This design comes from an exercise in tuning for small area, a short achievable clock period and few clock cycles per item on the open sky130 flow, not from production work. Only simulation tests tie the RTL to the original design; equivalence was not proved.

==> design.v <==
`default_nettype none
module mmn_store #(
  parameter int N = 66,
  parameter int T = 64
) (
  input  wire logic        clk,
  input  wire logic        ins,
  input  wire logic [31:0] din,
  output logic [31:0]      tap
);
  logic [31:0] r [0:N-1];
  always_ff @(posedge clk) begin
    r[0] <= ins ? din : r[N-1];
    for (int i = 1; i < N; i++) begin
      r[i] <= r[i-1];
    end
  end
  assign tap = r[T];
endmodule
`default_nettype wire
`default_nettype none
module mmn_job_fifo #(
  parameter int J = 3,
  parameter int W = 71
) (
  input  wire logic         clk,
  input  wire logic         rst,
  input  wire logic         wr_en,
  input  wire logic [W-1:0] wr_data,
  input  wire logic         cons,       
  output logic              cur_v,
  output logic [W-7:0]      cur,
  output logic              is_last
);
  localparam int PW = (J > 1) ? $clog2(J) : 1;
  localparam int CW = $clog2(J + 1);
  logic [W-1:0]  slots [0:J-1];
  logic [PW-1:0] wp;
  logic [PW-1:0] rp;
  logic [CW-1:0] fc;
  logic [5:0]    left;
  logic [W-1:0]  head;
  logic load;
  logic from_fifo;
  logic from_wr;
  logic fifo_wr;
  assign is_last   = (left == '0);
  assign load      = !cur_v || (cons && is_last);
  assign from_fifo = load && (fc != '0);
  assign from_wr   = load && (fc == '0) && wr_en;
  assign fifo_wr   = wr_en && !from_wr;
  assign head      = slots[rp];
  always_ff @(posedge clk) begin
    if (fifo_wr) begin
      slots[wp] <= wr_data;
    end
    if (from_fifo) begin
      cur  <= head[W-1:6];
      left <= head[5:0];
    end else if (from_wr) begin
      cur  <= wr_data[W-1:6];
      left <= wr_data[5:0];
    end else if (cons) begin
      left <= left - 6'd1;
    end
  end
  always_ff @(posedge clk) begin
    if (rst) begin
      wp    <= '0;
      rp    <= '0;
      fc    <= '0;
      cur_v <= 1'b0;
    end else begin
      if (fifo_wr) begin
        wp <= (wp == PW'(J - 1)) ? '0 : wp + PW'(1);
      end
      if (from_fifo) begin
        rp <= (rp == PW'(J - 1)) ? '0 : rp + PW'(1);
      end
      fc <= fc + CW'(fifo_wr) - CW'(from_fifo);
      if (load) begin
        cur_v <= (fc != '0) || wr_en;
      end
    end
  end
endmodule
`default_nettype wire
`default_nettype none
module mmn_front #(
  parameter int N = 66,
  parameter int J = 4
) (
  input  wire logic         clk,
  input  wire logic         rst,
  input  wire logic         push,
  input  wire logic [32:0]  item,
  output logic              full,
  input  wire logic         cons,      
  input  wire logic         dpop,      
  output logic              ins,
  output logic [31:0]       din,
  output logic              at_head,
  output logic              d_wr,
  output logic [70:0]       d_data     
);
  localparam int CW = 7;
  localparam int DW = 3;
  logic               b_v;
  logic [32:0]        b_d;
  logic               full_q;
  logic               nf;
  logic [6:0]         fill;
  logic signed [31:0] run_min;
  logic signed [31:0] run_max;
  logic               fd;
  logic [CW-1:0]      cnt;
  logic [CW-1:0]      a;
  logic [CW-1:0]      g;
  logic [DW-1:0]      dcnt;
  logic               a_z;
  logic               b_last;
  logic [31:0]        b_x;
  logic               acc;
  logic               cnt_z;
  logic               cnt_f;
  logic               kept;
  logic               allowed;
  logic [DW:0]        s;
  logic               leave;
  assign b_last  = b_d[0];
  assign b_x     = b_d[32:1];
  assign acc     = push && !full_q;
  assign din     = b_x;
  assign full    = full_q;
  assign cnt_z   = (cnt == '0);
  assign cnt_f   = (cnt == CW'(N));
  assign kept    = nf || (fill != 7'd64);
  assign allowed = cnt_z || ((g == '0) && !cnt_f);
  assign s       = (DW+1)'(dcnt) + (DW+1)'(fd);
  assign leave   = b_v && (!kept || allowed) && (!b_last || (s < (DW+1)'(J)));
  assign ins     = leave && kept;
  assign at_head = !cnt_z && a_z;
  logic          b_v_n;
  logic          last_n;
  logic          nf_n;
  logic          fd_n;
  logic          cnt_n_z;
  logic          cnt_n_f;
  logic          g_n_z;
  logic          fill_n_64;
  logic          dspace_n;
  logic          leave_n;
  always_comb begin
    b_v_n     = !rst && (acc || (b_v && !leave));
    last_n    = acc ? item[0] : b_last;
    nf_n      = rst || (leave ? b_last : nf);
    fd_n      = !rst && leave && b_last;
    cnt_n_z   = rst || (!ins && (cnt_z || ((cnt == CW'(1)) && cons)));
    cnt_n_f   = !rst && !cons && (cnt_f || ((cnt == CW'(N - 1)) && ins));
    g_n_z     = ins || (!cnt_z && (g == CW'(1)));
    fill_n_64 = ins ? (!nf && (fill == 7'd63)) : (fill == 7'd64);
    case ({fd_n, dpop})
      2'b10:   dspace_n = (s <= (DW+1)'(J - 2));
      2'b01:   dspace_n = (s <= (DW+1)'(J));
      default: dspace_n = (s <= (DW+1)'(J - 1));
    endcase
    if (rst) begin
      dspace_n = 1'b1;
    end
    leave_n = (!(nf_n || !fill_n_64) || cnt_n_z || (g_n_z && !cnt_n_f)) && (!last_n || dspace_n);
  end
  always_ff @(posedge clk) begin
    b_v    <= b_v_n;
    nf     <= nf_n;
    fd     <= fd_n;
    full_q <= b_v_n && !leave_n;
    if (acc) begin
      b_d <= item;
    end
    if (rst) begin
      fill <= '0;
      cnt  <= '0;
      dcnt <= '0;
    end else begin
      if (ins) begin
        fill <= nf ? 7'd1 : fill + 7'd1;
      end
      cnt  <= cnt + CW'(ins) - CW'(cons);
      dcnt <= dcnt + DW'(fd) - DW'(dpop);
    end
    g <= ins ? '0 : ((cnt_z || (g == '0)) ? CW'(N - 1) : g - CW'(1));
    if (cnt_z) begin
      a   <= CW'(N - 2);
      a_z <= 1'b0;
    end else if (cons) begin
      a_z <= a_z;
    end else begin
      a   <= a_z ? CW'(N - 1) : a - CW'(1);
      a_z <= (a == CW'(1));
    end
  end
  logic lt_min;
  logic ge_max;
  logic lt_unused;
  logic ge_unused;
  logic [31:0] lt_s;
  logic [31:0] ge_s;
  mmn_add #(.W(32)) u_cmin (
    .a(b_x ^ 32'h8000_0000),
    .b(~(run_min ^ 32'h8000_0000)),
    .cin(1'b1),
    .s(lt_s),
    .co(lt_unused)
  );
  mmn_add #(.W(32)) u_cmax (
    .a(run_max ^ 32'h8000_0000),
    .b(~(b_x ^ 32'h8000_0000)),
    .cin(1'b1),
    .s(ge_s),
    .co(ge_unused)
  );
  assign lt_min = !lt_unused;
  assign ge_max = ge_unused;
  always_ff @(posedge clk) begin
    if (ins) begin
      if (nf || lt_min) begin
        run_min <= b_x;
      end
      if (nf || !ge_max) begin
        run_max <= b_x;
      end
    end
  end
  logic [31:0] span;
  logic        span_co;
  logic        pt;
  mmn_add #(.W(32)) u_span (
    .a(run_max),
    .b(~run_min),
    .cin(1'b1),
    .s(span),
    .co(span_co)
  );
  assign pt     = (run_max == run_min);
  assign d_wr   = fd;
  assign d_data = {run_min, (pt ? run_min : span), pt, 6'(fill - 7'd1)};
endmodule
`default_nettype wire
`default_nettype none
module mmn_add #(
  parameter int W = 32
) (
  input  wire logic [W-1:0] a,
  input  wire logic [W-1:0] b,
  input  wire logic         cin,
  output logic [W-1:0]      s,
  output logic              co
);
  localparam int L = $clog2(W);
  logic [(L+1)*W-1:0] gg;
  logic [(L+1)*W-1:0] pp;
  logic [W:0]         c;
  for (genvar i = 0; i < W; i++) begin : g_in
    assign gg[i] = a[i] & b[i];
    assign pp[i] = a[i] ^ b[i];
  end
  for (genvar l = 0; l < L; l++) begin : g_lv
    for (genvar i = 0; i < W; i++) begin : g_bit
      if (((i >> l) % 2) == 1) begin : g_op
        assign gg[(l+1)*W+i] = gg[l*W+i] | (pp[l*W+i] & gg[l*W+((i>>l)<<l)-1]);
        assign pp[(l+1)*W+i] = pp[l*W+i] & pp[l*W+((i>>l)<<l)-1];
      end else begin : g_pass
        assign gg[(l+1)*W+i] = gg[l*W+i];
        assign pp[(l+1)*W+i] = pp[l*W+i];
      end
    end
  end
  assign c[0] = cin;
  for (genvar i = 0; i < W; i++) begin : g_out
    assign c[i+1] = gg[L*W+i] | (pp[L*W+i] & cin);
    assign s[i]   = pp[i] ^ c[i];
  end
  assign co = c[W];
endmodule
module mmn_divstep (
  input  wire logic [31:0] rem,
  input  wire logic [31:0] sp,
  output logic             fits,
  output logic [31:0]      nrem
);
  logic [32:0] trial;
  logic [32:0] diff;
  assign trial = {rem, 1'b0};
  mmn_add #(
    .W(33)
  ) u_sub (
    .a(trial),
    .b(~{1'b0, sp}),
    .cin(1'b1),
    .s(diff),
    .co(fits)
  );
  assign nrem = fits ? diff[31:0] : trial[31:0];
endmodule
module mmn_back (
  input  wire logic        clk,
  input  wire logic        rst,
  input  wire logic        in_v,
  input  wire logic [31:0] in_rem,
  input  wire logic [31:0] in_sp,
  input  wire logic        in_pt,
  input  wire logic        in_last,
  output logic             en,
  input  wire logic        pop,
  output logic             empty,
  output logic [33:0]      result
);
  localparam int S = 16;
  logic        v   [0:S-1];
  logic [31:0] rem [0:S-1];
  logic [31:0] sp  [0:S-1];
  logic        pt  [0:S-1];
  logic        lst [0:S-1];
  logic        eq  [1:S-1];
  logic [15:0] q   [1:S-1];
  logic        o_v;
  logic        s_v;
  logic [33:0] o_d;
  logic [33:0] s_d;
  assign en = !s_v;
  always_ff @(posedge clk) begin
    if (rst) begin
      v[0] <= 1'b0;
    end else if (en) begin
      v[0] <= in_v;
    end
    if (en) begin
      rem[0] <= in_rem;
      sp[0]  <= in_sp;
      pt[0]  <= in_pt;
      lst[0] <= in_last;
    end
  end
  for (genvar j = 1; j < S; j++) begin : g_st
    logic        fits;
    logic [31:0] nrem;
    mmn_divstep u_step (
      .rem(rem[j-1]),
      .sp(sp[j-1]),
      .fits(fits),
      .nrem(nrem)
    );
    always_ff @(posedge clk) begin
      if (rst) begin
        v[j] <= 1'b0;
      end else if (en) begin
        v[j] <= v[j-1];
      end
      if (en) begin
        rem[j] <= nrem;
        sp[j]  <= sp[j-1];
        pt[j]  <= pt[j-1];
        lst[j] <= lst[j-1];
      end
    end
    if (j == 1) begin : g_first
      always_ff @(posedge clk) begin
        if (en) begin
          eq[j]   <= (rem[0] == sp[0]);
          q[j][0] <= fits;
        end
      end
    end else begin : g_rest
      always_ff @(posedge clk) begin
        if (en) begin
          eq[j]        <= eq[j-1];
          q[j][j-1:0]  <= {q[j-1][j-2:0], fits};
        end
      end
    end
  end
  logic        l_fits;
  logic [31:0] l_nrem;
  logic [15:0] quo;
  logic [31:0] value;
  logic [33:0] res;
  logic        res_v;
  mmn_divstep u_last (
    .rem(rem[S-1]),
    .sp(sp[S-1]),
    .fits(l_fits),
    .nrem(l_nrem)
  );
  assign quo   = {q[S-1][S-2:0], l_fits};
  assign value = pt[S-1] ? sp[S-1] : (eq[S-1] ? 32'h0001_0000 : {16'b0, quo});
  assign res   = {value, pt[S-1], lst[S-1]};
  assign res_v = en && v[S-1];
  always_ff @(posedge clk) begin
    if (rst) begin
      o_v <= 1'b0;
      s_v <= 1'b0;
    end else if (s_v) begin
      if (pop) begin
        s_v <= 1'b0;
      end
    end else if (res_v) begin
      if (o_v && !pop) begin
        s_v <= 1'b1;
      end
      o_v <= 1'b1;
    end else if (pop) begin
      o_v <= 1'b0;
    end
  end
  always_ff @(posedge clk) begin
    if (s_v) begin
      if (pop) begin
        o_d <= s_d;
      end
    end else if (res_v) begin
      if (o_v && !pop) begin
        s_d <= res;
      end else begin
        o_d <= res;
      end
    end
  end
  assign empty  = !o_v;
  assign result = o_d;
endmodule
`default_nettype wire
`default_nettype none
module min_max_normalize_top #(
  parameter int MAX_ELEMENTS = 64
) (
  input  wire logic        clk,
  input  wire logic        rst,
  input  wire logic        push,
  output logic             full,
  input  wire logic [32:0] item,     
  output logic             empty,
  input  wire logic        pop,
  output logic [33:0]      result    
);
  localparam int N = MAX_ELEMENTS + 2;
  localparam int T = N - 2;
  localparam int J = 4;
  logic        ins;
  logic [31:0] din;
  logic [31:0] tap;
  logic        at_head;
  logic        d_wr;
  logic [70:0] d_wdata;
  logic [64:0] d_cur;
  logic        d_cur_v;
  logic        en;
  logic        cons;
  logic        dpop;
  logic        is_last;
  logic [31:0] d_min;
  logic [31:0] d_spx;
  logic        d_pt;
  logic [31:0] offset;
  logic        off_co;
  assign {d_min, d_spx, d_pt} = d_cur;
  assign cons = at_head && d_cur_v && en;
  assign dpop = cons && is_last;
  mmn_front #(
    .N(N),
    .J(J)
  ) u_front (
    .clk(clk),
    .rst(rst),
    .push(push),
    .item(item),
    .full(full),
    .cons(cons),
    .dpop(dpop),
    .ins(ins),
    .din(din),
    .at_head(at_head),
    .d_wr(d_wr),
    .d_data(d_wdata)
  );
  mmn_store #(
    .N(N),
    .T(T)
  ) u_store (
    .clk(clk),
    .ins(ins),
    .din(din),
    .tap(tap)
  );
  mmn_job_fifo #(
    .J(J - 1),
    .W(71)
  ) u_jobs (
    .clk(clk),
    .rst(rst),
    .wr_en(d_wr),
    .wr_data(d_wdata),
    .cons(cons),
    .cur_v(d_cur_v),
    .cur(d_cur),
    .is_last(is_last)
  );
  mmn_add #(
    .W(32)
  ) u_off (
    .a(tap),
    .b(~d_min),
    .cin(1'b1),
    .s(offset),
    .co(off_co)
  );
  mmn_back u_back (
    .clk(clk),
    .rst(rst),
    .in_v(cons),
    .in_rem(offset),
    .in_sp(d_spx),
    .in_pt(d_pt),
    .in_last(is_last),
    .en(en),
    .pop(pop),
    .empty(empty),
    .result(result)
  );
endmodule
`default_nettype wire
==> run.sh <==
#!/bin/bash
# synth_recipe.tcl (not shown) runs the flow's synth.tcl, then flattens the netlist and writes it again
# the make line also repeats each setting of config.mk as NAME=value (left out here)
make -C /OpenROAD-flow-scripts/flow DESIGN_CONFIG=/design/flow/config.mk WORK_HOME=/design/flow/orfs CLKGATE_MAP_FILE= SYNTH_SCRIPT=/design/flow/synth_recipe.tcl finish
==> config.mk <==
export PLATFORM = sky130hd
export DESIGN_NAME = min_max_normalize_top
export DESIGN_NICKNAME = min_max_normalize_top
export VERILOG_FILES = /design/flow/design.v
export SDC_FILE = /design/flow/constraint.sdc
export NUM_CORES = 4
export LEC_CHECK = 0
export CAP_MARGIN = 20
export CORE_MARGIN = 2
export CORE_UTILIZATION = 45
export PLACE_DENSITY = 0.6
export SLEW_MARGIN = 20
==> constraint.sdc <==
create_clock -name core_clock -period 8.0 [get_ports {clk}]
set_input_delay 1.6000 -clock core_clock [delete_from_list [all_inputs] [get_ports {clk}]]
set_output_delay 1.6000 -clock core_clock [all_outputs]
set_load 0.01 [all_outputs]
==> run summary, run 1 <==
Run status: timing/DRC/antenna clean
Die Ht: 537 um
Yosys warning total: 19
Final setup violating endpoints: 0
Initial cell density of the core: 45.2%
Worst relative slew slack: 26.8%
Pre-CTS setup slack: 2960 ps
Number of maximum-capacitance violations: 0
Class of the tightest hold or removal check: register to register
Number of DRC markers in iteration 0: 3,654
EDFF count, synth: 1,640
Main synth FF type: sky130_fd_sc_hd__dfxtp_1
Worst Path Required: 8650 ps
Max Clk Rate: 212 MHz
GRT Residual Overflow: 0
Number of routed nets with antenna violations: 0
Cell chosen for the clock root: sky130_fd_sc_hd__clkbuf_16
Final hold slack: 301 ps
Clock-pin slew reported for the worst setup and hold paths after clock tree synthesis: 60 ps
H-Tree Depth: 5
First-pass GRT wire length: 356,000 um
Die W: 537 um
Largest buffer count on any clock path: 4
Clock net sink count: 3,815
Die Area: 288,000 um^2
Async set-reset flop share out of synthesis: 0%
Most common cell after layout, fill and taps aside: sky130_fd_sc_hd__dfxtp_1
Initial antenna violation count: 14
Final setup skew: 57.6 ps
DRC errors left: 0
Post-CTS Setup Bufs: 0
Syn_area_per_cell: 14.0 um^2
Worst Path Max Fanout: 42
Number of storage elements in the synthesis netlist: 3,815
Count of buffers from port buffering: 72
GP Congestion: 0.853
Crit path capture type: register
Pins Over Slew Limit: 0
Cts bufs inserted: 375
Register area share after synthesis: 72.7%
Leading cell types in the layout, fill and taps excluded: 2,172 x sky130_fd_sc_hd__dfxtp_1, 1,640 x sky130_fd_sc_hd__edfxtp_1, 739 x sky130_fd_sc_hd__inv_1, 665 x sky130_fd_sc_hd__ha_1, 604 x sky130_fd_sc_hd__nand2_1
Vias per cell: 4.85
Routed WL: 222,000 um
Min Clock Period, post-route: 4720 ps
Synth Net Count: 9,862
Via count of the routed design: 65,600
Final worst setup slack: 3280 ps
Setup TNS: 0 ps
Crit path launch type: register
Number of gates resized after CTS: 0
Post-DR wirelength/cell: 16.4 um
Via count of the first global-routing pass: 67,100
CTS tree: built
Count of pins on the block boundary: 73
Clock insertion delay at the later pin of the skew report: 920 ps
Total number of nets in the final design: 10,200
Ratio of cells with drive above 1 in the final layout: 8.37%
Row cnt: 195
Count of cell types in the netlist: 93
Hold buffer count at cts: 0
Period Utilization, post-route: 59.0%
Post-detailed-placement half-perimeter wirelength: 154,000 um
Maximum number of pins on one net before global-route repair: 165
Final Core Density: 51.6%
Worst Tran Pin Value: 1100 ps
Setup repair after global routing missed its margin: no
Post-Syn Area: 128,000 um^2
First-pass iteration count of the detailed router: 5
Number of cells produced by synthesis: 9,143
Area overhead of the layout relative to synthesis: 14.1%
Global Route Usage Sum: 15.4%
Number of hold violations in the final report: 0
Critical Path AT: 5370 ps
Total core area: 282,000 um^2
Kind of critical path: register to register
final cells by class:
type                       count  area, um^2
tap                         3743        4680
sequential                  3815       92800
clock buffer                 524       10800
clock inverter               167        1910
fill                       23400      137000
antenna                        7        17.5
timing repair buffer         120        1100
multi-input combinational   4429       31500
inverter                     743        2800
kinds of logic (layout without fill, tap and decap cells):
kind of cell / count (synthesis) / in the layout / share of synthesized area (%)
buf+inv: 899 / 1554 / 2.70
fa+ha+maj: 682 / 682 / 6.79
simple gates: 1553 / 1553 / 5.52
compound gates: 1556 / 1556 / 7.61
flops: 3815 / 3815 / 72.7
mux: 201 / 201 / 1.68
xor+xnor: 437 / 437 / 3.00
other cells: 0 / 7 / 0
critical path: stages (launching register included):
cell                       delay, ps
sky130_fd_sc_hd__edfxtp_1        440
sky130_fd_sc_hd__inv_1            90
sky130_fd_sc_hd__ha_1            230
sky130_fd_sc_hd__ha_1            210
sky130_fd_sc_hd__o211ai_1        200
sky130_fd_sc_hd__a21oi_1         210
sky130_fd_sc_hd__o21ai_1         330
sky130_fd_sc_hd__a311oi_1        270
sky130_fd_sc_hd__a311o_1         500
sky130_fd_sc_hd__a22o_1          310
sky130_fd_sc_hd__o41a_1          410
sky130_fd_sc_hd__a31oi_4         460
sky130_fd_sc_hd__buf_4           440
sky130_fd_sc_hd__mux2_2          380
registers in the layout, summed over array words and instances, names as in the netlist, 34 cells and up, named ones only:
register / cells
u_back.sp: 512
u_back.q: 120
u_back.s_d: 34
u_store.r: 2112
u_back.o_d: 34
u_back.rem: 512
u_jobs.cur: 65
u_jobs.slots: 213
synthesized netlist by cell type (67+ instances only):
cell type	count	area share, %
sky130_fd_sc_hd__xor2_1	224	1.5
sky130_fd_sc_hd__o31ai_1	67	0.39
sky130_fd_sc_hd__o21a_1	103	0.61
sky130_fd_sc_hd__mux2_2	106	0.94
sky130_fd_sc_hd__mux2i_1	95	0.75
sky130_fd_sc_hd__nor3_1	95	0.37
sky130_fd_sc_hd__clkbuf_1	116	0.34
sky130_fd_sc_hd__ha_1	665	6.5
sky130_fd_sc_hd__edfxtp_1	1640	39
sky130_fd_sc_hd__o21ai_0	439	1.7
sky130_fd_sc_hd__a21oi_1	430	1.7
sky130_fd_sc_hd__xnor2_1	213	1.5
sky130_fd_sc_hd__dfxtp_1	2175	34
sky130_fd_sc_hd__inv_1	739	2.2
sky130_fd_sc_hd__nand2_1	605	1.8
sky130_fd_sc_hd__nor2_1	431	1.3
sky130_fd_sc_hd__a21o_1	181	1.1
layer usage:
layer,up-vias,GRT usage [%],share of wire [%]
li1,32700,-,-
met4,0,5.45,3.2
met2,1024,27.4,50
met5,-,0,0
met3,426,2.53,3.7
met1,31500,18.8,43
per-stage QoR:
stage	instances	instance area [um^2]
global placement	12800	133000
global route	13500	146000
finish	13500	146000
detailed placement	12800	133000
floorplan	9143	128000
CTS	13500	146000
final timing paths:
path / startpoint / to / slack [ps] / depth (start not counted)
setup reg to reg: u_back.sp[9][1] / u_back.rem[10][15] / 3280 / 13
hold / removal: u_store.r[42][24] / u_store.r[43][24] / 300 / 0
setup / recovery: u_back.sp[9][1] / u_back.rem[10][15] / 3280 / 13
hold reg to reg: u_store.r[42][24] / u_store.r[43][24] / 300 / 0
Testbench counts, summed over its fixed seeds: cycles 9,932, items 9,268.
==> inputs of run 2 (changes only) <==
--- a/design.v
+++ b/design.v
@@ -29,6 +29,7 @@
   input  wire logic [W-1:0] wr_data,
   input  wire logic         cons,       
   output logic              cur_v,
+  output logic              cur_v_n,    
   output logic [W-7:0]      cur,
   output logic              is_last
 );
@@ -50,6 +51,7 @@
   assign from_wr   = load && (fc == '0) && wr_en;
   assign fifo_wr   = wr_en && !from_wr;
   assign head      = slots[rp];
+  assign cur_v_n   = !rst && (load ? ((fc != '0) || wr_en) : cur_v);
   always_ff @(posedge clk) begin
     if (fifo_wr) begin
       slots[wp] <= wr_data;
@@ -78,9 +80,7 @@
         rp <= (rp == PW'(J - 1)) ? '0 : rp + PW'(1);
       end
       fc <= fc + CW'(fifo_wr) - CW'(from_fifo);
-      if (load) begin
-        cur_v <= (fc != '0) || wr_en;
-      end
+      cur_v <= cur_v_n;
     end
   end
 endmodule
@@ -100,6 +100,7 @@
   output logic              ins,
   output logic [31:0]       din,
   output logic              at_head,
+  output logic              at_head_n,   
   output logic              d_wr,
   output logic [70:0]       d_data     
 );
@@ -140,6 +141,7 @@
   assign leave   = b_v && (!kept || allowed) && (!b_last || (s < (DW+1)'(J)));
   assign ins     = leave && kept;
   assign at_head = !cnt_z && a_z;
+  assign at_head_n = !cnt_n_z && a_z_n;
   logic          b_v_n;
   logic          last_n;
   logic          nf_n;
@@ -150,6 +152,7 @@
   logic          fill_n_64;
   logic          dspace_n;
   logic          leave_n;
+  logic          a_z_n;
   always_comb begin
     b_v_n     = !rst && (acc || (b_v && !leave));
     last_n    = acc ? item[0] : b_last;
@@ -167,6 +170,13 @@
     if (rst) begin
       dspace_n = 1'b1;
     end
+    if (cnt_z) begin
+      a_z_n = 1'b0;
+    end else if (cons) begin
+      a_z_n = a_z;
+    end else begin
+      a_z_n = (a == CW'(1));
+    end
     leave_n = (!(nf_n || !fill_n_64) || cnt_n_z || (g_n_z && !cnt_n_f)) && (!last_n || dspace_n);
   end
   always_ff @(posedge clk) begin
@@ -189,14 +199,11 @@
       dcnt <= dcnt + DW'(fd) - DW'(dpop);
     end
     g <= ins ? '0 : ((cnt_z || (g == '0)) ? CW'(N - 1) : g - CW'(1));
+    a_z <= a_z_n;
     if (cnt_z) begin
-      a   <= CW'(N - 2);
-      a_z <= 1'b0;
-    end else if (cons) begin
-      a_z <= a_z;
-    end else begin
-      a   <= a_z ? CW'(N - 1) : a - CW'(1);
-      a_z <= (a == CW'(1));
+      a <= CW'(N - 2);
+    end else if (!cons) begin
+      a <= a_z ? CW'(N - 1) : a - CW'(1);
     end
   end
   logic lt_min;
@@ -311,6 +318,7 @@
   input  wire logic        in_pt,
   input  wire logic        in_last,
   output logic             en,
+  output logic             en_n,      
   input  wire logic        pop,
   output logic             empty,
   output logic [33:0]      result
@@ -325,9 +333,12 @@
   logic [15:0] q   [1:S-1];
   logic        o_v;
   logic        s_v;
+  logic        s_v_n;
+  logic        en_q;
   logic [33:0] o_d;
   logic [33:0] s_d;
-  assign en = !s_v;
+  assign en   = en_q;
+  assign en_n = !s_v_n;
   always_ff @(posedge clk) begin
     if (rst) begin
       v[0] <= 1'b0;
@@ -395,21 +406,29 @@
   assign value = pt[S-1] ? sp[S-1] : (eq[S-1] ? 32'h0001_0000 : {16'b0, quo});
   assign res   = {value, pt[S-1], lst[S-1]};
   assign res_v = en && v[S-1];
-  always_ff @(posedge clk) begin
+  always_comb begin
+    s_v_n = s_v;
     if (rst) begin
-      o_v <= 1'b0;
-      s_v <= 1'b0;
+      s_v_n = 1'b0;
     end else if (s_v) begin
       if (pop) begin
-        s_v <= 1'b0;
+        s_v_n = 1'b0;
       end
-    end else if (res_v) begin
-      if (o_v && !pop) begin
-        s_v <= 1'b1;
-      end
-      o_v <= 1'b1;
-    end else if (pop) begin
+    end else if (res_v && o_v && !pop) begin
+      s_v_n = 1'b1;
+    end
+  end
+  always_ff @(posedge clk) begin
+    s_v  <= s_v_n;
+    en_q <= !s_v_n;
+    if (rst) begin
       o_v <= 1'b0;
+    end else if (!s_v) begin
+      if (res_v) begin
+        o_v <= 1'b1;
+      end else if (pop) begin
+        o_v <= 1'b0;
+      end
     end
   end
   always_ff @(posedge clk) begin
@@ -463,7 +482,14 @@
   logic [31:0] offset;
   logic        off_co;
   assign {d_min, d_spx, d_pt} = d_cur;
-  assign cons = at_head && d_cur_v && en;
+  logic at_head_n;
+  logic d_cur_v_n;
+  logic en_n;
+  logic cons_q;
+  always_ff @(posedge clk) begin
+    cons_q <= at_head_n && d_cur_v_n && en_n;
+  end
+  assign cons = cons_q;
   assign dpop = cons && is_last;
   mmn_front #(
     .N(N),
@@ -479,6 +505,7 @@
     .ins(ins),
     .din(din),
     .at_head(at_head),
+    .at_head_n(at_head_n),
     .d_wr(d_wr),
     .d_data(d_wdata)
   );
@@ -501,6 +528,7 @@
     .wr_data(d_wdata),
     .cons(cons),
     .cur_v(d_cur_v),
+    .cur_v_n(d_cur_v_n),
     .cur(d_cur),
     .is_last(is_last)
   );
@@ -522,6 +550,7 @@
     .in_pt(d_pt),
     .in_last(is_last),
     .en(en),
+    .en_n(en_n),
     .pop(pop),
     .empty(empty),
     .result(result)
--- a/config.mk
+++ b/config.mk
@@ -9,4 +9,5 @@
 export CORE_MARGIN = 2
 export CORE_UTILIZATION = 45
 export PLACE_DENSITY = 0.6
+export SETUP_SLACK_MARGIN = 4.7
 export SLEW_MARGIN = 20
==> run 2 against run 1 <==
  * Still clean on timing, DRC and antenna
  * Die area about the same
  * Synthesized area about the same
  * Hold slack got worse by 29 ps
  * Synthesized cell count decreased by 0.23%
  * Via count increased by 4.7%
==> run summary, run 2 <==
Global Route Usage Sum: 16.3% (+0.96 points)
Final hold slack: 272 ps (-29.5 ps)
Crit path top cell by count: sky130_fd_sc_hd__a221o_1
Clock-pin slew reported for the worst setup and hold paths after clock tree synthesis: 60 ps (about the same)
Cts bufs inserted: 370 (-1.3%)
Fin cells: 13,900 (+2.7%)
Crit. path cell count: 15 (+2)
Startpoint of the lowest-slack hold path: u_store.r[17][2]
Post-detailed-placement half-perimeter wirelength: 143,000 um (-7.3%)
CTS tree: built
Run status: timing/DRC/antenna clean
Cell with the largest stage delay on the worst path: sky130_fd_sc_hd__a311o_2
Critical Path AT: 4330 ps (-1040 ps)
Routed WL: 243,000 um (+9.6%)
Number of fill cells: 22,200 (-5.1%)
Worst Path Required: 8630 ps (-20 ps)
Die Area: 288,000 um^2 (about the same)
Area overhead of the layout relative to synthesis: 22.0%
Worst Tran Pin Value: 1310 ps (+215 ps)
Total number of nets in the final design: 10,600 (+3.8%)
Worst relative slew slack: 12.4% (-14 points)
Synth Area in Adders: 6.78% (about the same)
Clock net sink count: 3,817 (+0.052%)
Period Utilization, post-route: 46.2% (-13 points)
Register area share after synthesis: 72.7% (about the same)
Number of DRC markers in iteration 0: 3,690 (+0.99%)
Stage delay of the slowest cell on the critical path: 450 ps (-50 ps)
Kind of critical path: register to register
Maximum number of pins on one net before global-route repair: 188 (+14%)
Synth Net Count: 9,841 (-0.21%)
Crit path buf inv count: 4 (+2)
Basic-gate share of the synthesized area counting and, or, nand and nor cells: 5.69% (+0.17 points)
Hold buffer count at cts: 0 (unchanged)
Via count of the routed design: 68,700 (+4.7%)
Final setup skew: 81.5 ps (+23.9 ps)
Path depth of the worst reg2reg path: 15 (+2)
Number of storage elements in the synthesis netlist: 3,817 (+0.052%)
Async set-reset flop share out of synthesis: 0% (unchanged)
Row cnt: 195 (unchanged)
Number of maximum-capacitance violations: 0 (unchanged)
First-pass iteration count of the detailed router: 6 (+1)
Clock insertion delay at the later pin of the skew report: 960 ps (+40 ps)
Top cells by area in the synthesized netlist: sky130_fd_sc_hd__edfxtp_1 39%, sky130_fd_sc_hd__dfxtp_1 34%, sky130_fd_sc_hd__ha_1 6.5%, sky130_fd_sc_hd__inv_1 2.2%, sky130_fd_sc_hd__a21oi_1 1.8%
Number of cells produced by synthesis: 9,122 (-0.23%)
Die W: 537 um (about the same)
Number of hold violations in the final report: 0 (unchanged)
Post-synthesis xor/xnor area fraction: 3.03% (+0.033 points)
Ratio of cells with drive above 1 in the final layout: 19.3% (+11 points)
Top register by number of flip-flops: u_store.r
Syn_area_per_cell: 14.0 um^2 (+0.28%)
Yosys warning total: 20 (+1)
Count of pins on the block boundary: 73 (unchanged)
Crit path launch type: register
Die Ht: 537 um (about the same)
Largest buffer count on any clock path: 4 (unchanged)
Top cell type by total area after synthesis: sky130_fd_sc_hd__edfxtp_1
Min Clock Period, post-route: 3700 ps (-1020 ps)
Max FFs per register: 2,112 (unchanged)
Total core area: 282,000 um^2 (unchanged)
Count of buffers from port buffering: 72 (unchanged)
Leading cell types in the layout, fill and taps excluded: 2,165 x sky130_fd_sc_hd__dfxtp_1, 1,640 x sky130_fd_sc_hd__edfxtp_1, 713 x sky130_fd_sc_hd__inv_1, 629 x sky130_fd_sc_hd__ha_1, 418 x sky130_fd_sc_hd__nand2_1
Endpoint of the lowest-slack register-to-register path: u_back.rem[13][24]
Cell chosen for the clock root: sky130_fd_sc_hd__clkbuf_16
Crit path capture type: register
Class of the tightest hold or removal check: register to register
Pins Over Slew Limit: 0 (unchanged)
GRT Residual Overflow: 0 (unchanged)
Cell with the most instances after synthesis: sky130_fd_sc_hd__dfxtp_1
Worst Hold Depth: 0 (unchanged)
DRC errors left: 0 (unchanged)
Vias per cell: 4.94 (+1.9%)
Share of cell area taken by muxes after synthesis: 1.66% (-0.023 points)
FF-to-FF setup slack: 4300 ps (+1020 ps)
Max Clk Rate: 270 MHz (+28%)
Largest delay contributor family on the critical path: compound AO/OA/AOI/OAI gates
Post-Syn Area: 128,000 um^2 (about the same)
Largest registers: u_store.r (2112), u_back.rem (512), u_back.sp (512)
Commonest cells post-synth: 2,177 x sky130_fd_sc_hd__dfxtp_1, 1,640 x sky130_fd_sc_hd__edfxtp_1, 733 x sky130_fd_sc_hd__inv_1
Fraction of synthesized cell area taken by the top area cell type: 38.6% (about the same)
Combinational family with the most area after synthesis: compound AO/OA/AOI/OAI gates
Reg-to-Reg Start: u_back.sp[12][1]
Share of the synthesized area in compound gates (AO/OA/AOI/OAI): 7.41% (-0.20 points)
Initial cell density of the core: 45.2% (about the same)
Count of cell types in the netlist: 92 (-1.1%)
Hold endpoint: u_store.r[18][2]
H-Tree Depth: 5 (unchanged)
Number of routed nets with antenna violations: 0 (unchanged)
Setup repair after global routing missed its margin: yes
Main synth FF type: sky130_fd_sc_hd__dfxtp_1
Most common cell after layout, fill and taps aside: sky130_fd_sc_hd__dfxtp_1
Worst Path Max Fanout: 8 (-81%)
Initial antenna violation count: 10 (-4)
Final Core Density: 55.2% (+3.6 points)
GP Congestion: 0.834 (-2.3%)
Post-DR wirelength/cell: 17.5 um (+6.7%)
EDFF count, synth: 1,640 (unchanged)
Placed Cells incl. Taps: 12,800 (-0.15%)
Via count of the first global-routing pass: 70,300 (+4.7%)
Cell-by-cell listing of the critical path: inv_1 -> ha_1 -> ha_2 -> o21ai_4 -> a221oi_4 -> a311o_2 -> o2bb2ai_4 -> a221o_1 -> a221o_1 -> a41oi_2 -> and2_4 -> buf_12 -> buf_6 -> buf_16 -> o31ai_4
Final setup violating endpoints: 0 (unchanged)
First-pass GRT wire length: 376,000 um (+5.9%)
[run 2: cell count changes after synthesis, sizes merged, moves of 12 or more]
| cell | delta |
|---|---|
| a21oi | +35 |
| o31ai | -16 |
| nor2 | +33 |
| or3 | +12 |
| nand3 | +15 |
| buf | +22 |
| o21ai | -53 |
| nand2 | -73 |
| clkbuf | -22 |
| nor2b | +20 |
| nor3 | +12 |
[run 2: layout make-up]
class	count	area [um^2]	share of cell area, %
diodes	3	7.51	0.00482
clock buffers	497	10500	6.77
clock inverters	175	1790	1.15
inverters	738	2860	1.84
multi-input cells	4424	36400	23.4
flip-flops and latches	3817	92900	59.6
well taps	3743	4680	3.01
repair buffers	510	6420	4.12
repair inverters	10	185	0.119
[run 2: how the worst max path moves through the flow]
stage	startpoint	endpoint	slack [ps]
floorplan	u_back.en_q	u_back.en_q	-2370
global placement	u_front.g[0]	u_front.cnt[6]	3330
detailed placement	u_back.sp[13][1]	u_back.rem[14][3]	3430
CTS	u_back.sp[9][1]	u_back.rem[10][15]	4350
global route	u_back.sp[12][1]	u_back.rem[13][17]	4190
finish	u_back.sp[12][1]	u_back.rem[13][24]	4300
[run 2: layer usage]
metal | part of all wire (%) | up-vias | global-route usage [%]
met5 | 0.011 | - | 0
met4 | 4.4 | 4 | 6.72
met3 | 3.5 | 606 | 2.55
met2 | 50 | 1216 | 29.0
met1 | 42 | 33400 | 19.7
li1 | - | 33500 | -
[run 2: worst reg2reg max path: cells and delay by family (launching register included)]
family          cells  cell delay [ps]
simple gates        1              210
buf+inv             4              500
compound gates      8             1930
fa+ha+maj           2              420
flops               1              400
[run 2: repair_timing]
action | 4_1_cts | 5_1_grt
setup endpoints to repair | 871 | 800
gates cloned | 72 | 20
pin swaps | 247 | 232
buffers inserted | 215 | 102
resized for setup | 855 | 706
[run 2: kinds of logic after synthesis]
kind of cell / count (synthesis)
flops: 3817
xor+xnor: 442
simple gates: 1575
fa+ha+maj: 682
mux: 198
compound gates: 1514
buf+inv: 894
[run 2: per-stage QoR]
step,setup TNS [ps],setup WS [ps],cell area (um^2)
after floorplan,-1252960,-2370,128000
after global placement,0,3330,133000
after detailed placement,0,3430,133000
after CTS,0,4350,152000
after global routing,0,4190,156000
final,0,4300,156000
Testbench counts of run 2, summed over its fixed seeds: cycles 9,932, items 9,268.
==> inputs of run 3 (changes only) <==
--- a/config.mk
+++ b/config.mk
@@ -8,6 +8,8 @@
 export CAP_MARGIN = 20
 export CORE_MARGIN = 2
 export CORE_UTILIZATION = 45
+export CTS_CLUSTER_DIAMETER = 80
+export CTS_CLUSTER_SIZE = 24
 export PLACE_DENSITY = 0.6
-export SETUP_SLACK_MARGIN = 4.7
+export SETUP_SLACK_MARGIN = 4.5
 export SLEW_MARGIN = 20
==> run 3 against run 2 <==
  * Routed wire length shrank 4.4%
  * Register-to-register slack gained 40 ps
  * Synthesized cell count is the same
  * Non-clock buffer count shrank 93
  * Critical endpoint is now u_back.rem[13][23]
  * Largest cell class unchanged
==> run summary, run 3 <==
Class of the tightest hold or removal check: register to register
GRT met1 Usage: 19.4% (-0.32 points)
Initial cell density of the core: 45.2% (unchanged)
Die W: 537 um (unchanged)
Die Ht: 537 um (unchanged)
Period Utilization, post-route: 45.8% (-0.48 points)
Largest buffer count on any clock path: 4 (unchanged)
Worst Path Max Fanout: 4 (-4)
Die Area: 288,000 um^2 (unchanged)
Top cells by area in the synthesized netlist: sky130_fd_sc_hd__edfxtp_1 39%, sky130_fd_sc_hd__dfxtp_1 34%, sky130_fd_sc_hd__ha_1 6.5%, sky130_fd_sc_hd__inv_1 2.2%, sky130_fd_sc_hd__a21oi_1 1.8%
GR Layer Usage met3: 1.87% (-0.68 points)
Fraction of synthesized cell area taken by the top area cell type: 38.6% (unchanged)
Main synth FF type: sky130_fd_sc_hd__dfxtp_1
Top register by number of flip-flops: u_store.r
Setup TNS: 0 ps (unchanged)
Run status: timing/DRC/antenna clean
Worst Tran Pin Value: 1250 ps (-62.6 ps)
Yosys warning total: 20 (unchanged)
Crit path capture type: register
Register area share after synthesis: 72.7% (unchanged)
Cell-by-cell listing of the critical path: inv_2 -> ha_4 -> ha_4 -> o21ai_4 -> a221oi_4 -> a311o_1 -> o2bb2ai_4 -> a221o_1 -> a221o_1 -> a41oi_2 -> and2_4 -> buf_12 -> mux2_4
Count of pins on the block boundary: 73 (unchanged)
CTS tree: built
Commonest cells post-synth: 2,177 x sky130_fd_sc_hd__dfxtp_1, 1,640 x sky130_fd_sc_hd__edfxtp_1, 733 x sky130_fd_sc_hd__inv_1
Stage delay of the slowest cell on the critical path: 420 ps (-30 ps)
GP Congestion: 0.834 (unchanged)
Crit path launch type: register
Number of cells produced by synthesis: 9,122 (unchanged)
Share of the synthesized area in compound gates (AO/OA/AOI/OAI): 7.41% (unchanged)
Global Route Usage Sum: 15.5% (-0.86 points)
GRT Residual Overflow: 0 (unchanged)
Number of maximum-capacitance violations: 0 (unchanged)
Count of cell types in the netlist: 92 (unchanged)
Path depth of the worst reg2reg path: 13 (-2)
Ratio of cells with drive above 1 in the final layout: 13.0% (-6.2 points)
Pins Over Slew Limit: 0 (unchanged)
Clock insertion delay at the later pin of the skew report: 930 ps (-30 ps)
Final Core Density: 51.9% (-3.3 points)
Maximum number of pins on one net before global-route repair: 188 (unchanged)
Top cell type by total area after synthesis: sky130_fd_sc_hd__edfxtp_1
Basic-gate share of the synthesized area counting and, or, nand and nor cells: 5.69% (unchanged)
First-pass GRT wire length: 358,000 um (-4.9%)
Fin cells: 13,500 (-3.3%)
Number of DRC markers in iteration 0: 3,742 (+1.4%)
Cell with the most instances after synthesis: sky130_fd_sc_hd__dfxtp_1
Post-detailed-placement cell area: 133,000 um^2 (unchanged)
Post-Syn Area: 128,000 um^2 (unchanged)
Routed WL: 232,000 um (-4.4%)
GR Layer Usage met2: 27.2% (-1.8 points)
Critical Path AT: 4300 ps (-30 ps)
Cell with the largest stage delay on the worst path: sky130_fd_sc_hd__edfxtp_1
Cell chosen for the clock root: sky130_fd_sc_hd__clkbuf_16
Clock-pin slew reported for the worst setup and hold paths after clock tree synthesis: 100 ps (+40 ps)
H-Tree Depth: 4 (-1)
Post-detailed-placement half-perimeter wirelength: 143,000 um (unchanged)
Worst relative slew slack: 16.3% (+3.9 points)
Count of buffers from port buffering: 72 (unchanged)
Number of hold violations in the final report: 0 (unchanged)
Total core area: 282,000 um^2 (unchanged)
FF-to-FF setup slack: 4340 ps (+40 ps)
EDFF count, synth: 1,640 (unchanged)
Leading cell types in the layout, fill and taps excluded: 2,167 x sky130_fd_sc_hd__dfxtp_1, 1,640 x sky130_fd_sc_hd__edfxtp_1, 713 x sky130_fd_sc_hd__inv_1, 636 x sky130_fd_sc_hd__ha_1, 472 x sky130_fd_sc_hd__nand2_1
Synth Area in Adders: 6.78% (unchanged)
Kind of critical path: register to register
Reg-to-Reg Start: u_back.sp[12][1]
Clock net sink count: 3,817 (unchanged)
Vias per cell: 4.96 (+0.39%)
Area overhead of the layout relative to synthesis: 14.7%
Syn_area_per_cell: 14.0 um^2 (unchanged)
Endpoint of the lowest-slack register-to-register path: u_back.rem[13][23]
Total number of nets in the final design: 10,300 (-2.5%)
Combinational family with the most area after synthesis: compound AO/OA/AOI/OAI gates
Via count of the first global-routing pass: 66,900 (-4.8%)
Max FFs per register: 2,112 (unchanged)
Via count of the routed design: 66,700 (-2.9%)
Row cnt: 195 (unchanged)
Setup crit start: u_back.sp[12][1]
Async set-reset flop share out of synthesis: 0% (unchanged)
Hold buffer count at cts: 0 (unchanged)
Post-Layout Inst Area: 146,000 um^2 (-6.0%)
Synth Net Count: 9,841 (unchanged)
Min Clock Period, post-route: 3660 ps (-38.0 ps)
Final setup skew: 118 ps (+36.9 ps)
Grt peak-use layer: met2
Cts bufs inserted: 196 (-47%)
Capture point of the critical path: u_back.rem[13][23]
First-pass iteration count of the detailed router: 6 (unchanged)
Initial antenna violation count: 8 (-2)
Number of storage elements in the synthesis netlist: 3,817 (unchanged)
Max Clk Rate: 273 MHz (+1.0%)
DRC errors left: 0 (unchanged)
Number of routed nets with antenna violations: 0 (unchanged)
Post-DR wirelength/cell: 17.3 um (-1.2%)
Share of cell area taken by muxes after synthesis: 1.66% (unchanged)
Setup repair after global routing missed its margin: yes
Post-synthesis xor/xnor area fraction: 3.03% (unchanged)
Placed Cells incl. Taps: 12,800 (unchanged)
Largest registers: u_store.r (2112), u_back.rem (512), u_back.sp (512)
Worst Path Required: 8640 ps (about the same)
Final setup violating endpoints: 0 (unchanged)
Most common cell after layout, fill and taps aside: sky130_fd_sc_hd__dfxtp_1
run 3: cell counts after synthesis:
No cell type changed its count.
run 3: logic make-up after synthesis:
group | Yosys count
DFF | 3817
buffers and inverters | 894
AOI/OAI and AO/OA | 1514
adders and majority gates | 682
xor gates and xnor gates | 442
muxes | 198
and+or+nand+nor | 1575
run 3: layout make-up:
cell class / instances / area, um^2
clock buffer: 253 / 5250
inverter: 738 / 2830
tap: 3743 / 4680
multi-input combinational: 4423 / 34700
fill: 23200 / 136000
clock inverter: 59 / 808
timing repair inverter: 8 / 124
timing repair buffer: 417 / 5120
sequential: 3817 / 92900
antenna: 4 / 10.0
run 3: worst max-delay path: cells and delay by family, from the launching register on:
family	cells	cell delay, ps
and+or+nand+nor	1	260
muxes	1	300
buffers and inverters	2	240
adders and majority gates	2	360
AOI/OAI and AO/OA	7	1830
DFF	1	420
run 3: per-stage QoR:
stage,setup slack (ps),hold WS [ps]
after CTS,4350,229
after global routing,4230,226
after detailed placement,3430,312
after floorplan,-2370,310
final,4340,242
after global placement,3330,310
run 3: worst min-delay path by stage:
stage	slack (ps)	from	endpoint	cells after the start
after global routing	230	u_store.r[60][17]	u_store.r[61][17]	0
final	240	u_store.r[60][17]	u_store.r[61][17]	0
after floorplan	310	u_store.r[9][0]	u_store.r[10][0]	0
after CTS	230	u_store.r[60][17]	u_store.r[61][17]	0
after detailed placement	310	u_store.r[0][23]	u_store.r[1][23]	0
after global placement	310	u_store.r[6][12]	u_store.r[7][12]	0
run 3: layer usage:
layer	part of all wire, %	vias to the layer above
li1	-	32800
met2	50	1076
met5	0	-
met1	43	32400
met4	4.3	0
met3	3.2	485
run 3: what timing repair did:
item,in CTS,in global routing
setup endpoints to repair,781,625
setup buffers,134,103
resized for setup,447,530
pin swaps,137,180
endpoints found under the hold margin,0,0
gates cloned,46,30
==> inputs of run 4 (changes only) <==
--- a/config.mk
+++ b/config.mk
@@ -7,9 +7,9 @@
 export LEC_CHECK = 0
 export CAP_MARGIN = 20
 export CORE_MARGIN = 2
-export CORE_UTILIZATION = 45
+export CORE_UTILIZATION = 55
 export CTS_CLUSTER_DIAMETER = 80
 export CTS_CLUSTER_SIZE = 24
-export PLACE_DENSITY = 0.6
-export SETUP_SLACK_MARGIN = 4.5
+export PLACE_DENSITY = 0.7
+export SETUP_SLACK_MARGIN = 4.8
 export SLEW_MARGIN = 20
==> run 4 against run 3 <==
  * Still clean on timing, DRC and antenna
  * Synthesized cell count is the same
  * Utilization increased by 13 points
  * Flip-flop and latch count did not move
  * Hold slack better by 52 ps
  * Non-clock buffer count is 140 higher
  * Global-route usage grew 4.3 points
  * Maximum frequency decreased by 4.1%
  * Count of clock-buffer cells in the layout down 1
  * Critical path type unchanged
==> run summary, run 4 <==
Post-Layout Inst Area: 149,000 um^2 (+1.8%)
CTS tree: built
Share of the synthesized area in compound gates (AO/OA/AOI/OAI): 7.41% (unchanged)
Reg-to-Reg Start: u_back.sp[12][1]
Global Route Usage Sum: 19.8% (+4.3 points)
Post-detailed-placement cell area: 132,000 um^2 (-0.69%)
Number of DRC markers in iteration 0: 4,627 (+24%)
Worst Tran Pin Value: 1320 ps (+67.7 ps)
Crit path capture type: register
Via count of the first global-routing pass: 69,100 (+3.3%)
Final setup violating endpoints: 0 (unchanged)
Kind of critical path: register to register
Largest delay contributor family on the critical path: compound AO/OA/AOI/OAI gates
Number of routed nets with antenna violations: 0 (unchanged)
Count of buffers from port buffering: 72 (unchanged)
Max Clk Rate: 262 MHz (-4.1%)
Clock-pin slew reported for the worst setup and hold paths after clock tree synthesis: 90 ps (about the same)
Stage delay of the slowest cell on the critical path: 440 ps (+20 ps)
Number of storage elements in the synthesis netlist: 3,817 (unchanged)
Top cell type by total area after synthesis: sky130_fd_sc_hd__edfxtp_1
Worst Path Max Fanout: 7 (+3)
Die Ht: 486 um (-9.5%)
Cell chosen for the clock root: sky130_fd_sc_hd__clkbuf_16
Combinational family with the most area after synthesis: compound AO/OA/AOI/OAI gates
Number of cells produced by synthesis: 9,122 (unchanged)
Worst relative slew slack: 11.7% (-4.5 points)
Number of maximum-capacitance violations: 0 (unchanged)
First-pass iteration count of the detailed router: 8 (+2)
Post-DR wirelength/cell: 18.7 um (+8.3%)
Post-Syn Area: 128,000 um^2 (unchanged)
Min Clock Period, post-route: 3820 ps (+156 ps)
GRT Residual Overflow: 0 (unchanged)
Number of hold violations in the final report: 0 (unchanged)
Initial cell density of the core: 55.4% (+10 points)
Largest buffer count on any clock path: 3 (-1)
Largest registers: u_store.r (2112), u_back.rem (512), u_back.sp (512)
Initial antenna violation count: 6 (-2)
Cell with the most instances after synthesis: sky130_fd_sc_hd__dfxtp_1
Hold buffer count at cts: 0 (unchanged)
Die W: 486 um (-9.5%)
Setup repair after global routing missed its margin: yes
DRC errors left: 0 (unchanged)
Total number of nets in the final design: 10,500 (+1.3%)
Clock insertion delay at the later pin of the skew report: 900 ps (-30 ps)
Cts bufs inserted: 189 (-3.6%)
Fraction of synthesized cell area taken by the top area cell type: 38.6% (unchanged)
Number of fill cells: 16,200 (-30%)
Count of pins on the block boundary: 73 (unchanged)
Top cells by area in the synthesized netlist: sky130_fd_sc_hd__edfxtp_1 39%, sky130_fd_sc_hd__dfxtp_1 34%, sky130_fd_sc_hd__ha_1 6.5%, sky130_fd_sc_hd__inv_1 2.2%, sky130_fd_sc_hd__a21oi_1 1.8%
Hold endpoint: u_store.r[58][0]
Row cnt: 176 (-9.7%)
Leading cell types in the layout, fill and taps excluded: 2,163 x sky130_fd_sc_hd__dfxtp_1, 1,640 x sky130_fd_sc_hd__edfxtp_1, 709 x sky130_fd_sc_hd__inv_1, 620 x sky130_fd_sc_hd__ha_1, 435 x sky130_fd_sc_hd__nand2_1
Crit path launch type: register
Ratio of cells with drive above 1 in the final layout: 17.3% (+4.3 points)
Share of cell area taken by muxes after synthesis: 1.66% (unchanged)
Post-synthesis xor/xnor area fraction: 3.03% (unchanged)
First-pass GRT wire length: 371,000 um (+3.8%)
Crit path buf inv count: 4 (+2)
Sequential cell area: 92,900 um^2 (about the same)
Most common cell after layout, fill and taps aside: sky130_fd_sc_hd__dfxtp_1
Final worst setup slack: 4180 ps (-156 ps)
EDFF count, synth: 1,640 (unchanged)
Startpoint of the lowest-slack hold path: u_store.r[57][0]
Total area of multi-input combinational cells: 36,400 um^2 (+4.9%)
Endpoint of the lowest-slack register-to-register path: u_back.rem[13][0]
Cell with the largest stage delay on the worst path: sky130_fd_sc_hd__edfxtp_1
FF-to-FF setup slack: 4180 ps (-160 ps)
Clock net sink count: 3,817 (unchanged)
Period Utilization, post-route: 47.7% (+1.9 points)
Via count of the routed design: 68,500 (+2.6%)
Syn_area_per_cell: 14.0 um^2 (unchanged)
Main synth FF type: sky130_fd_sc_hd__dfxtp_1
Total core area: 230,000 um^2 (-18%)
Final setup skew: 62.4 ps (-56.1 ps)
Path depth of the worst reg2reg path: 15 (+2)
Critical Path AT: 4450 ps (+150 ps)
Post-detailed-placement half-perimeter wirelength: 142,000 um (-0.70%)
Maximum number of pins on one net before global-route repair: 172 (-8.5%)
GP Congestion: 0.863 (+3.6%)
Area overhead of the layout relative to synthesis: 16.7%
Count of cell types in the netlist: 92 (unchanged)
Worst Path Required: 8630 ps (about the same)
Routed WL: 241,000 um (+3.6%)
Register area share after synthesis: 72.7% (unchanged)
Class of the tightest hold or removal check: register to register
Vias per cell: 5.31 (+7.2%)
Async set-reset flop share out of synthesis: 0% (unchanged)
Basic-gate share of the synthesized area counting and, or, nand and nor cells: 5.69% (unchanged)
Die Area: 236,000 um^2 (-18%)
Cell-by-cell listing of the critical path: inv_2 -> ha_4 -> ha_4 -> o21ai_4 -> a221oi_4 -> a311o_1 -> o2bb2ai_4 -> a221o_1 -> a221o_1 -> a41oi_2 -> and2_4 -> buf_12 -> buf_12 -> buf_16 -> nor2_4
Run status: timing/DRC/antenna clean
Synth Net Count: 9,841 (unchanged)
Worst Hold Depth: 0 (unchanged)
Max FFs per register: 2,112 (unchanged)
Commonest cells post-synth: 2,177 x sky130_fd_sc_hd__dfxtp_1, 1,640 x sky130_fd_sc_hd__edfxtp_1, 733 x sky130_fd_sc_hd__inv_1
Pins Over Slew Limit: 0 (unchanged)
H-Tree Depth: 4 (unchanged)
Top register by number of flip-flops: u_store.r
Yosys warning total: 20 (unchanged)
Pre-CTS setup slack: 3460 ps (+23.8 ps)
Synth Area in Adders: 6.78% (unchanged)
-- run 4: cell counts after synthesis --
No cell type changed its count.
-- run 4: per-layer routing --
| metal | GRT usage, % | wire (um) | part of all wire [%] | up-vias |
|---|---|---|---|---|
| met5 | 0 | 0 | 0 | - |
| met4 | 8.63 | 11300 | 4.7 | 0 |
| met3 | 2.49 | 8620 | 3.6 | 608 |
| met2 | 35.2 | 122000 | 51 | 1411 |
| met1 | 24.2 | 98900 | 41 | 33400 |
| li1 | - | - | - | 33000 |
-- run 4: cell families after synthesis --
logic type	count (synthesis)
xor+xnor	442
buf+inv	894
simple gates	1575
compound gates	1514
flops	3817
mux	198
fa+ha+maj	682
-- run 4: final cells by class --
| cell class | count | share of cell area [%] |
|---|---|---|
| diodes | 4 | 0.00672 |
| inverters | 738 | 1.92 |
| clock inverters | 54 | 0.475 |
| multi-input cells | 4425 | 24.4 |
| flip-flops and latches | 3817 | 62.3 |
| well taps | 3026 | 2.54 |
| repair buffers | 557 | 4.73 |
| clock buffers | 252 | 3.45 |
| repair inverters | 9 | 0.0991 |
-- run 4: worst max path at each step --
stage	depth (start not counted)	start	slack, ps	end
after CTS	13	u_back.rem[5][0]	4340	u_back.rem[6][15]
after global routing	13	u_back.rem[8][8]	4070	u_back.rem[9][17]
final	15	u_back.sp[12][1]	4180	u_back.rem[13][0]
after detailed placement	20	u_front.g[0]	3460	u_front.cnt[6]
after global placement	20	u_front.g[0]	3340	u_front.cnt[6]
after floorplan	5	u_back.en_q	-2370	u_back.en_q
-- run 4: repair_timing --
action	in CTS	in global routing
setup buffers	235	125
endpoints found under the setup margin	871	817
pin swaps	262	263
gates resized for setup	882	719
cloned	86	13
-- run 4: through the flow --
stage / utilization, % / hold slack (ps) / instances / setup TNS [ps]
2_1_floorplan: - / 310 / 9122 / -1252960
3_3_place_gp: 57.3 / 310 / 12100 / 0
3_5_place_dp: 57.3 / 312 / 12100 / 0
4_1_cts: 62.9 / 295 / 12700 / 0
5_1_grt: 64.7 / 293 / 12900 / 0
6_report: 64.7 / 294 / 12900 / 0
==> inputs of run 5 (changes only) <==
--- a/design.v
+++ b/design.v
@@ -35,7 +35,7 @@
 );
   localparam int PW = (J > 1) ? $clog2(J) : 1;
   localparam int CW = $clog2(J + 1);
-  logic [W-1:0]  slots [0:J-1];
+  logic [J-1:0][W-1:0] slots;
   logic [PW-1:0] wp;
   logic [PW-1:0] rp;
   logic [CW-1:0] fc;
@@ -52,10 +52,14 @@
   assign fifo_wr   = wr_en && !from_wr;
   assign head      = slots[rp];
   assign cur_v_n   = !rst && (load ? ((fc != '0) || wr_en) : cur_v);
-  always_ff @(posedge clk) begin
-    if (fifo_wr) begin
-      slots[wp] <= wr_data;
+  for (genvar i = 0; i < J; i++) begin : g_slot
+    always_ff @(posedge clk) begin
+      if (fifo_wr && (wp == PW'(i))) begin
+        slots[i] <= wr_data;
+      end
     end
+  end
+  always_ff @(posedge clk) begin
     if (from_fifo) begin
       cur  <= head[W-1:6];
       left <= head[5:0];
@@ -79,7 +83,11 @@
       if (from_fifo) begin
         rp <= (rp == PW'(J - 1)) ? '0 : rp + PW'(1);
       end
-      fc <= fc + CW'(fifo_wr) - CW'(from_fifo);
+      case ({fifo_wr, from_fifo})
+        2'b10:   fc <= fc + CW'(1);
+        2'b01:   fc <= fc - CW'(1);
+        default: fc <= fc;
+      endcase
       cur_v <= cur_v_n;
     end
   end
@@ -195,8 +203,16 @@
       if (ins) begin
         fill <= nf ? 7'd1 : fill + 7'd1;
       end
-      cnt  <= cnt + CW'(ins) - CW'(cons);
-      dcnt <= dcnt + DW'(fd) - DW'(dpop);
+      case ({ins, cons})
+        2'b10:   cnt <= cnt + CW'(1);
+        2'b01:   cnt <= cnt - CW'(1);
+        default: cnt <= cnt;
+      endcase
+      case ({fd, dpop})
+        2'b10:   dcnt <= dcnt + DW'(1);
+        2'b01:   dcnt <= dcnt - DW'(1);
+        default: dcnt <= dcnt;
+      endcase
     end
     g <= ins ? '0 : ((cnt_z || (g == '0)) ? CW'(N - 1) : g - CW'(1));
     a_z <= a_z_n;
@@ -269,7 +285,7 @@
   logic [W:0]         c;
   for (genvar i = 0; i < W; i++) begin : g_in
     assign gg[i] = a[i] & b[i];
-    assign pp[i] = a[i] ^ b[i];
+    assign pp[i] = a[i] | b[i];
   end
   for (genvar l = 0; l < L; l++) begin : g_lv
     for (genvar i = 0; i < W; i++) begin : g_bit
@@ -285,7 +301,7 @@
   assign c[0] = cin;
   for (genvar i = 0; i < W; i++) begin : g_out
     assign c[i+1] = gg[L*W+i] | (pp[L*W+i] & cin);
-    assign s[i]   = pp[i] ^ c[i];
+    assign s[i]   = a[i] ^ (b[i] ^ c[i]);
   end
   assign co = c[W];
 endmodule
==> flow/run.sh (new file) <==
#!/bin/bash
# Layout flow: the standard layout (standard.sh, all of ORFS's own steps and
# scripts), except that synthesis maps the logic with a delay-targeted ABC
# script (flow/abc_speed.script) in place of ORFS's abc_speed.script.
# make's output goes to flow_make.log; ORFS keeps each tool's log under orfs/logs.
set -euo pipefail
WORK=$(cd "$(dirname "$0")/.." && pwd)
cd "$WORK"
rm -rf "$WORK/scripts_abc"
cp -r "$FLOW_HOME/scripts" "$WORK/scripts_abc"
cp "$WORK/flow/abc_speed.script" "$WORK/scripts_abc/abc_speed.script"
bash "$WORK/standard.sh" "SCRIPTS_DIR=$WORK/scripts_abc" finish > "$WORK/flow_make.log" 2>&1
==> flow/abc_speed.script (new file) <==
strash
dch -f
map -D 2200
buffer -p
upsize -D 2200
==> standard.sh (new file) <==
#!/bin/bash
# synth_recipe.tcl (not shown) runs the flow's synth.tcl, then flattens the netlist and writes it again
# the make line also repeats each setting of config.mk as NAME=value (left out here)
make -C /OpenROAD-flow-scripts/flow DESIGN_CONFIG=/design/flow/config.mk WORK_HOME=/design/flow/orfs CLKGATE_MAP_FILE= SYNTH_SCRIPT=/design/flow/synth_recipe.tcl "${@:-finish}"
--- a/config.mk
+++ b/config.mk
@@ -7,9 +7,9 @@
 export LEC_CHECK = 0
 export CAP_MARGIN = 20
 export CORE_MARGIN = 2
-export CORE_UTILIZATION = 55
+export CORE_UTILIZATION = 45
 export CTS_CLUSTER_DIAMETER = 80
 export CTS_CLUSTER_SIZE = 24
-export PLACE_DENSITY = 0.7
-export SETUP_SLACK_MARGIN = 4.8
+export PLACE_DENSITY = 0.6
+export SETUP_SLACK_MARGIN = 4.9
 export SLEW_MARGIN = 20
removed: run.sh
==> run 5 against run 4 <==
  * Critical path depth up 1
  * Global-route usage down 3.0 points
  * First-iteration DRC count up 6.9%
  * Critical path type unchanged
  * Still clean on timing, DRC and antenna
==> run summary, run 5 <==
Clock insertion delay at the later pin of the skew report: 910 ps (about the same)
Cell with the largest stage delay on the worst path: sky130_fd_sc_hd__edfxtp_1
Area overhead of the layout relative to synthesis: 10.7%
Total core area: 288,000 um^2 (+25%)
DRC errors left: 0 (unchanged)
Number of DRC markers in iteration 0: 4,946 (+6.9%)
Run status: timing/DRC/antenna clean
Yosys warning total: 20 (unchanged)
Cell chosen for the clock root: sky130_fd_sc_hd__clkbuf_16
Ratio of cells with drive above 1 in the final layout: 7.93% (-9.4 points)
Hold buffer count at cts: 0 (unchanged)
Number of hold violations in the final report: 0 (unchanged)
Total number of nets in the final design: 11,900 (+14%)
FF-to-FF setup slack: 4840 ps (+660 ps)
Kind of critical path: register to register
Stage delay of the slowest cell on the critical path: 420 ps (-20 ps)
Max Clk Rate: 317 MHz (+21%)
Min Clock Period, post-route: 3160 ps (-659 ps)
Cell with the most instances after synthesis: sky130_fd_sc_hd__dfxtp_1
Number of maximum-capacitance violations: 0 (unchanged)
Worst Hold Depth: 0 (unchanged)
Top register by number of flip-flops: u_store.r
Top cells by area in the synthesized netlist: sky130_fd_sc_hd__edfxtp_1 38%, sky130_fd_sc_hd__dfxtp_1 33%, sky130_fd_sc_hd__nor2_1 5.0%, sky130_fd_sc_hd__inv_1 4.6%, sky130_fd_sc_hd__nand2_1 4.3%
Main synth FF type: sky130_fd_sc_hd__dfxtp_1
Max FFs per register: 2,112 (unchanged)
Synth Net Count: 11,500 (+17%)
Final setup violating endpoints: 0 (unchanged)
Setup TNS: 0 ps (unchanged)
Endpoint of the lowest-slack register-to-register path: u_jobs.slots[25]
Crit. path cell count: 16 (+1)
Worst Tran Pin Value: 1010 ps (-310 ps)
Maximum number of pins on one net before global-route repair: 199 (+16%)
Vias per cell: 4.86 (-8.6%)
Clock net sink count: 3,815 (-0.052%)
CTS tree: built
Worst relative slew slack: 32.7% (+21 points)
Most common cell after layout, fill and taps aside: sky130_fd_sc_hd__dfxtp_1
Initial cell density of the core: 45.2% (-10 points)
Final setup skew: 78.6 ps (+16.2 ps)
Hold endpoint: u_store.r[30][21]
Number of routed nets with antenna violations: 0 (unchanged)
Crit path buf inv count: 6 (+2)
Reg-to-Reg Start: u_front.run_max[1]
Critical Path AT: 3820 ps (-630 ps)
Syn_area_per_cell: 11.4 um^2 (-18%)
==> run 5: changes by cell type in the layout (fill, tap and decap cells not counted), moves of 113 or more <==
cell | previous run | this run
sky130_fd_sc_hd__nor2_1 | 307 | 1654
sky130_fd_sc_hd__nand2_1 | 435 | 1481
sky130_fd_sc_hd__inv_1 | 709 | 1561
sky130_fd_sc_hd__ha_1 | 620 | 82
sky130_fd_sc_hd__o21ai_0 | 247 | 739
sky130_fd_sc_hd__a21o_1 | 189 | 0
sky130_fd_sc_hd__o21ai_2 | 119 | 6
==> run 5: final cells by class <==
cell class                 instances  share of cell area (%)
antenna                            6                  0.0104
clock buffer                     247                    3.70
clock inverter                    61                   0.556
inverter                        1596                    4.21
multi-input combinational       5821                    21.4
sequential                      3815                    64.4
tap                             3781                    3.28
timing repair buffer             353                    2.29
timing repair inverter            17                  0.0869
==> run 5: timing repair <==
action | 4_1_cts | 5_1_grt
buffers inserted | 74 | 144
gates resized for setup | 341 | 270
pin swaps | 27 | 88
setup endpoints to repair | 822 | 1265
gates cloned | 19 | 15
==> run 5: through the flow <==
stage | area (um^2) | instances | setup WS [ps] | hold slack [ps]
floorplan | 130000 | 11400 | -2950 | 310
global placement | 134000 | 15100 | 3980 | 310
detailed placement | 134000 | 15100 | 3880 | 312
CTS | 142000 | 15500 | 4830 | 258
global route | 144000 | 15700 | 4660 | 254
finish | 144000 | 15700 | 4840 | 270
==> run 5: routing by layer <==
layer  share of wire [%]  global-route usage, %
met1                  43                   21.0
met2                  49                   29.4
met3                 3.5                   2.07
met4                 4.5                   6.95
met5              0.0051                      0
==> run 5: cell families after synthesis <==
group,Yosys count,synth area share [%]
mux,7,0.0539
flops,3815,71.3
fa+ha+maj,101,1.06
simple gates,3487,10.5
buf+inv,1751,6.14
xor+xnor,526,3.54
compound gates,1695,7.40
==> run 5: worst max path at each step <==
stage,startpoint,to,slack [ps]
after floorplan,u_back.en_q,u_back.s_d[0],-2950
after global placement,u_front.b_d[8],u_front.run_max[25],3980
after detailed placement,u_back.rem[1][24],u_back.rem[2][21],3880
after CTS,u_front.run_max[1],u_jobs.cur[21],4830
after global routing,u_front.run_min[9],u_jobs.cur[28],4660
final,u_front.run_max[1],u_jobs.slots[25],4840
==> run 5: worst reg2reg max path, stage by stage (launching register included) <==
cell	delay [ps]
sky130_fd_sc_hd__edfxtp_1	420
sky130_fd_sc_hd__buf_4	160
sky130_fd_sc_hd__ha_4	150
sky130_fd_sc_hd__a21oi_2	90
sky130_fd_sc_hd__inv_1	60
sky130_fd_sc_hd__a211o_2	360
sky130_fd_sc_hd__nand3_2	70
sky130_fd_sc_hd__o211ai_1	170
sky130_fd_sc_hd__a211oi_2	330
sky130_fd_sc_hd__nand2_4	170
sky130_fd_sc_hd__buf_4	180
sky130_fd_sc_hd__a21boi_2	130
sky130_fd_sc_hd__buf_4	130
sky130_fd_sc_hd__o21ai_4	60
sky130_fd_sc_hd__xor2_4	180
sky130_fd_sc_hd__buf_4	150
sky130_fd_sc_hd__buf_4	130
Testbench counts of run 5, summed over its fixed seeds: cycles 9,932, items 9,268.

==> separate check: timing with driven ports <==
The flow's constraints put no driver on any port. The routed layouts listed below were extracted and timed again, unchanged, in two steps. Step 1, drivers: a clkbuf_16 drives clk and a buf_2 each remaining input, both assumed. Step 2 times the ports against the registers' clock, not the clock port: input delays grow and output delays shrink by t, the midpoint of the rising clock arrivals with the driver on. a / b / c = no drivers / after step 1 / after step 2; a / b = the first two.
run	shift t [ns]	slack for setup (ns)	worst data-port slew with drivers (ns)
run 1	0.980	3.277 / 3.277 / 3.277	0.14
run 2	0.994	4.301 / 4.301 / 4.273	0.04
run 3	0.960	4.339 / 4.339 / 4.311	0.04
run 4	0.960	4.183 / 4.183 / 4.183	0.04
run 5	0.957	4.842 / 4.842 / 4.635	0.04
After both steps every run listed still meets setup and hold. For run 5, which loses most, drivers alone change the setup slack by 0.000 ns; drivers and shift together by -0.207 ns.
